Source: an optimization exercise on an open RTL-to-GDS flow (aim: small area). Production flows keep margins and buffers that such runs may drop. Function was checked by simulation only, so behaviour that the tests miss may differ from the original.

// bm_noise_out
module bm_noise_out #(
   parameter int DEPTH = 8,
   parameter int AW    = 3
) (
   input  logic          clk,
   input  logic          rst_n,
   input  logic          in_valid,
   output logic          in_ready,
   input  logic [16:0]   f,
   input  logic [15:0]   g0,
   input  logic [15:0]   g1,
   output logic          out_valid,
   input  logic          out_ready,
   output logic [15:0]   out_data,
   output logic          out_idx,
   output logic [AW:0]   fifo_level
);
Settings: LEC_CHECK=0, CAP_MARGIN=20, CORE_MARGIN=2, CORE_UTILIZATION=65, CTS_BUF_LIST=sky130_fd_sc_hd__clkbuf_8, CTS_CLUSTER_DIAMETER=60, CTS_CLUSTER_SIZE=18, SLEW_MARGIN=20, SYNTH_HIERARCHICAL=1, SYNTH_MINIMUM_KEEP_SIZE=0; clock period 8.0 ns.
standard.sh (not shown) runs the stock make flow with config.mk's settings and CLKGATE_MAP_FILE= SYNTH_SCRIPT=/design/flow/synth_recipe.tcl, a recipe that flattens the netlist after the stock synthesis.
==> flow/flow/run.sh <==
#!/bin/bash
# The standard layout (the standard.sh: standard synthesis, then ORFS
# floorplan to finish) with two placement/CTS choices changed:
#  - port buffers use the smallest buffer cell (every port still gets one);
#  - clock tree synthesis adds no dummy loads (same buffers and clustering
#    as config.mk asks for).
set -euo pipefail
export BUFFER_PORTS_ARGS="-buffer_cell sky130_fd_sc_hd__buf_1"
export CTS_ARGS="-sink_clustering_enable -repair_clock_nets -dont_use_dummy_load -buf_list sky130_fd_sc_hd__clkbuf_8 -sink_clustering_size 18 -sink_clustering_max_diameter 60"
bash standard.sh > standard.log 2>&1
Change:
--- a/flow/flow/run.sh
+++ b/flow/flow/run.sh
@@ -8,3 +8,3 @@
 export BUFFER_PORTS_ARGS="-buffer_cell sky130_fd_sc_hd__buf_1"
-export CTS_ARGS="-sink_clustering_enable -repair_clock_nets -dont_use_dummy_load -buf_list sky130_fd_sc_hd__clkbuf_8 -sink_clustering_size 18 -sink_clustering_max_diameter 60"
+export CTS_ARGS="-sink_clustering_enable -repair_clock_nets -dont_use_dummy_load -buf_list sky130_fd_sc_hd__clkbuf_8 -sink_clustering_size 18 -sink_clustering_max_diameter 100"
 bash standard.sh > standard.log 2>&1
Settings changed: CORE_UTILIZATION 65 to 40, CTS_CLUSTER_DIAMETER 60 to 100.
After rerunning: The changed run went through all stages and came out clean; cell area is higher by 1.9%; utilization is lower by 26 points; routed wire length is higher by 7.2%; via count is lower by about 1.4%; worst setup slack is worse by 0.0090 ns; sequential share of layout area is lower by 1.0 points; critical path depth does not change.
Change:
--- a/flow/flow/run.sh
+++ b/flow/flow/run.sh
@@ -8,3 +8,3 @@
 export BUFFER_PORTS_ARGS="-buffer_cell sky130_fd_sc_hd__buf_1"
-export CTS_ARGS="-sink_clustering_enable -repair_clock_nets -dont_use_dummy_load -buf_list sky130_fd_sc_hd__clkbuf_8 -sink_clustering_size 18 -sink_clustering_max_diameter 100"
+export CTS_ARGS="-sink_clustering_enable -repair_clock_nets -dont_use_dummy_load -buf_list sky130_fd_sc_hd__clkbuf_8 -sink_clustering_size 18 -sink_clustering_max_diameter 60"
 bash standard.sh > standard.log 2>&1
Settings changed: CTS_CLUSTER_DIAMETER 100 to 60.
=> Hold slack gets worse by 0.024 ns; cell count barely changes; non-clock buffer count is unchanged; sequential share of layout area barely changes; global-route usage stays flat.

* * *

run A:
Another version of the RTL of bm_noise_out (not shown whole).
Size: about 1500 cells after synthesis, about 420 flip-flops, roughly 76 I/O pins.
// bm_noise_out
module bm_noise_out #(
   parameter int DEPTH = 8,
   parameter int AW    = 3
) (
   input  logic          clk,
   input  logic          rst_n,
   input  logic          in_valid,
   output logic          in_ready,
   input  logic [16:0]   f,
   input  logic [15:0]   g0,
   input  logic [15:0]   g1,
   output logic          out_valid,
   input  logic          out_ready,
   output logic [15:0]   out_data,
   output logic          out_idx,
   output logic [AW:0]   fifo_level
);
   logic               init_reg;
   logic               s0_valid_reg;
   logic               s1_valid_reg;
   logic               s2_valid_reg;
   logic [AW-1:0]      wr_ptr_reg;
   logic [AW-1:0]      slot_reg;
   logic [AW:0]        level_reg;
   logic               half_reg;
   logic [16:0]        mem_f  [0:DEPTH-1];
   logic [15:0]        mem_g0 [0:DEPTH-1];
   logic [15:0]        mem_g1 [0:DEPTH-1];
   logic               accept;
   logic               push;
   logic               pop;
   logic [AW+1:0]      occupancy;
   logic               mul_hi;
   logic [16:0]        mul_f;
   logic [15:0]        mul_g;
   logic [15:0]        mul_x;
   logic [15:0]        out_reg;
   assign occupancy = (AW+2)'(level_reg) + (AW+2)'(s0_valid_reg)
                    + (AW+2)'(s1_valid_reg) + (AW+2)'(s2_valid_reg);
   assign in_ready   = init_reg && (occupancy <= (AW+2)'(DEPTH - 1));
   assign accept     = in_valid && in_ready;
   assign push       = s2_valid_reg;
   assign out_valid  = (level_reg != '0);
   assign pop        = out_valid && out_ready && half_reg;
   assign out_idx    = half_reg;
   assign fifo_level = level_reg;
   assign mul_hi   = out_valid && !half_reg;
   assign mul_f    = mem_f[slot_reg];
   assign mul_g    = mul_hi ? mem_g1[slot_reg] : mem_g0[slot_reg];
   logic p1, p2, p3, p4, p5, p6, p7, p8, p9, p10, p11, p12;
   logic p13, p14, p15, p16, p17, p18, p19, p20, p21, p22, p23, p24;
  ...
export LEC_CHECK = 0
export CAP_MARGIN = 20
export CORE_MARGIN = 2
export CORE_UTILIZATION = 40
export CTS_BUF_LIST = sky130_fd_sc_hd__clkbuf_8
export CTS_CLUSTER_DIAMETER = 60
export CTS_CLUSTER_SIZE = 22
export SLEW_MARGIN = 20
export SYNTH_HIERARCHICAL = 1
export SYNTH_MINIMUM_KEEP_SIZE = 0
create_clock -name core_clock -period 8.0 [get_ports {clk}]
==> flow/flow/run.sh <==
#!/bin/bash
# The standard layout (the standard.sh: standard synthesis, then ORFS
# floorplan to finish) with two placement/CTS choices changed:
#  - port buffers use the smallest buffer cell (every port still gets one);
#  - clock tree synthesis adds no dummy loads (same buffers and clustering
#    as config.mk asks for).
set -euo pipefail
export BUFFER_PORTS_ARGS="-buffer_cell sky130_fd_sc_hd__buf_1"
export CTS_ARGS="-sink_clustering_enable -repair_clock_nets -dont_use_dummy_load -buf_list sky130_fd_sc_hd__clkbuf_8 -sink_clustering_size 22 -sink_clustering_max_diameter 60"
bash standard.sh > standard.log 2>&1
### run A -> run B
- swapping 22 for 18 in CTS_CLUSTER_SIZE
==> flow/flow/run.sh <==
#!/bin/bash
# The standard layout (the standard.sh: standard synthesis, then ORFS
# floorplan to finish) with two placement/CTS choices changed:
#  - port buffers use the smallest buffer cell (every port still gets one);
#  - clock tree synthesis adds no dummy loads (same buffers and clustering
#    as config.mk asks for);
#  - after global routing, gates off the critical paths are downsized
#    (ORFS power recovery, RECOVER_POWER=100).
set -euo pipefail
export BUFFER_PORTS_ARGS="-buffer_cell sky130_fd_sc_hd__buf_1"
export CTS_ARGS="-sink_clustering_enable -repair_clock_nets -dont_use_dummy_load -buf_list sky130_fd_sc_hd__clkbuf_8 -sink_clustering_size 18 -sink_clustering_max_diameter 60"
bash standard.sh RECOVER_POWER=100 finish > standard.log 2>&1
==> comparison <==
Ran to the end and failed final checks on capacitance limit, slew limit: run B. Compared with run A, in run B number of maximum-capacitance violations higher, length of routed met2 wiring roughly the same, final core area utilization roughly the same. | sequential share of layout area | run A vs run B | ≈ equal |. Summary of run B over run A: wire length on met1 saw an increase, worst setup slack after layout went down 0.058 ns, cell area closely matched the old numbers, time the worst path needs with I/O delays and setup went up by 0.058 ns. Run B and run A ended up with roughly the same final cell count.
Setup changes, run B to run C
==> flow/flow/run.sh <==
#!/bin/bash
# The standard layout (the standard.sh: standard synthesis, then ORFS
# floorplan to finish) with two placement/CTS choices changed:
#  - port buffers use the smallest buffer cell (every port still gets one);
#  - clock tree synthesis adds no dummy loads (same buffers and clustering
#    as config.mk asks for).
set -euo pipefail
export BUFFER_PORTS_ARGS="-buffer_cell sky130_fd_sc_hd__buf_1"
export CTS_ARGS="-sink_clustering_enable -repair_clock_nets -dont_use_dummy_load -buf_list sky130_fd_sc_hd__clkbuf_8 -sink_clustering_size 18 -sink_clustering_max_diameter 60"
bash standard.sh > standard.log 2>&1
## What came out
The flow did not stop early for run C: all stages ran, and the layout cleared the timing, DRC and antenna checks. Comparing run C against run B, there is no change at all in multiplexer fraction of the synthesized cell area. Compared with run B, run C shows a higher length in cells of the worst reg-to-reg path. Compared to run B, run C has final worst slack 0.042 ns higher. Going from run B to run C, via count barely changed. Status: multi-input gate share of total cell area parity (run C, run B).

static timing again, ports no longer ideal:
In the flow no input, the clock included, has a driving cell. The finished layouts below were timed again as built, in two steps. Step 1 sets driving cells, clkbuf_16 on the clock port and buf_2 on the other inputs (assumed; they add their load-dependent delay and slew). Step 2 also shifts input and output timing later by t, the mid clock arrival at the registers, as if the neighbouring blocks saw the same clock. a / b / c = ideal ports / drivers / drivers and shift; a / b = the first two.
run | t, ns | slack for setup (ns) | hold slack, ns
the first run of note 1 | 0.642 | 0.385 / 0.385 / 0.385 | 0.417 / 0.417 / 0.417
the second run of note 1 | 0.657 | 0.376 / 0.376 / 0.376 | 0.413 / 0.413 / 0.413
the third run of note 1 | 0.672 | 0.410 / 0.410 / 0.410 | 0.390 / 0.390 / 0.390
run A | 0.669 | 0.617 / 0.617 / 0.617 | 0.407 / 0.407 / 0.407
run B | 0.624 | 0.560 / 0.560 / 0.560 | 0.408 / 0.408 / 0.408
run C | 0.624 | 0.601 / 0.601 / 0.601 | 0.407 / 0.407 / 0.407
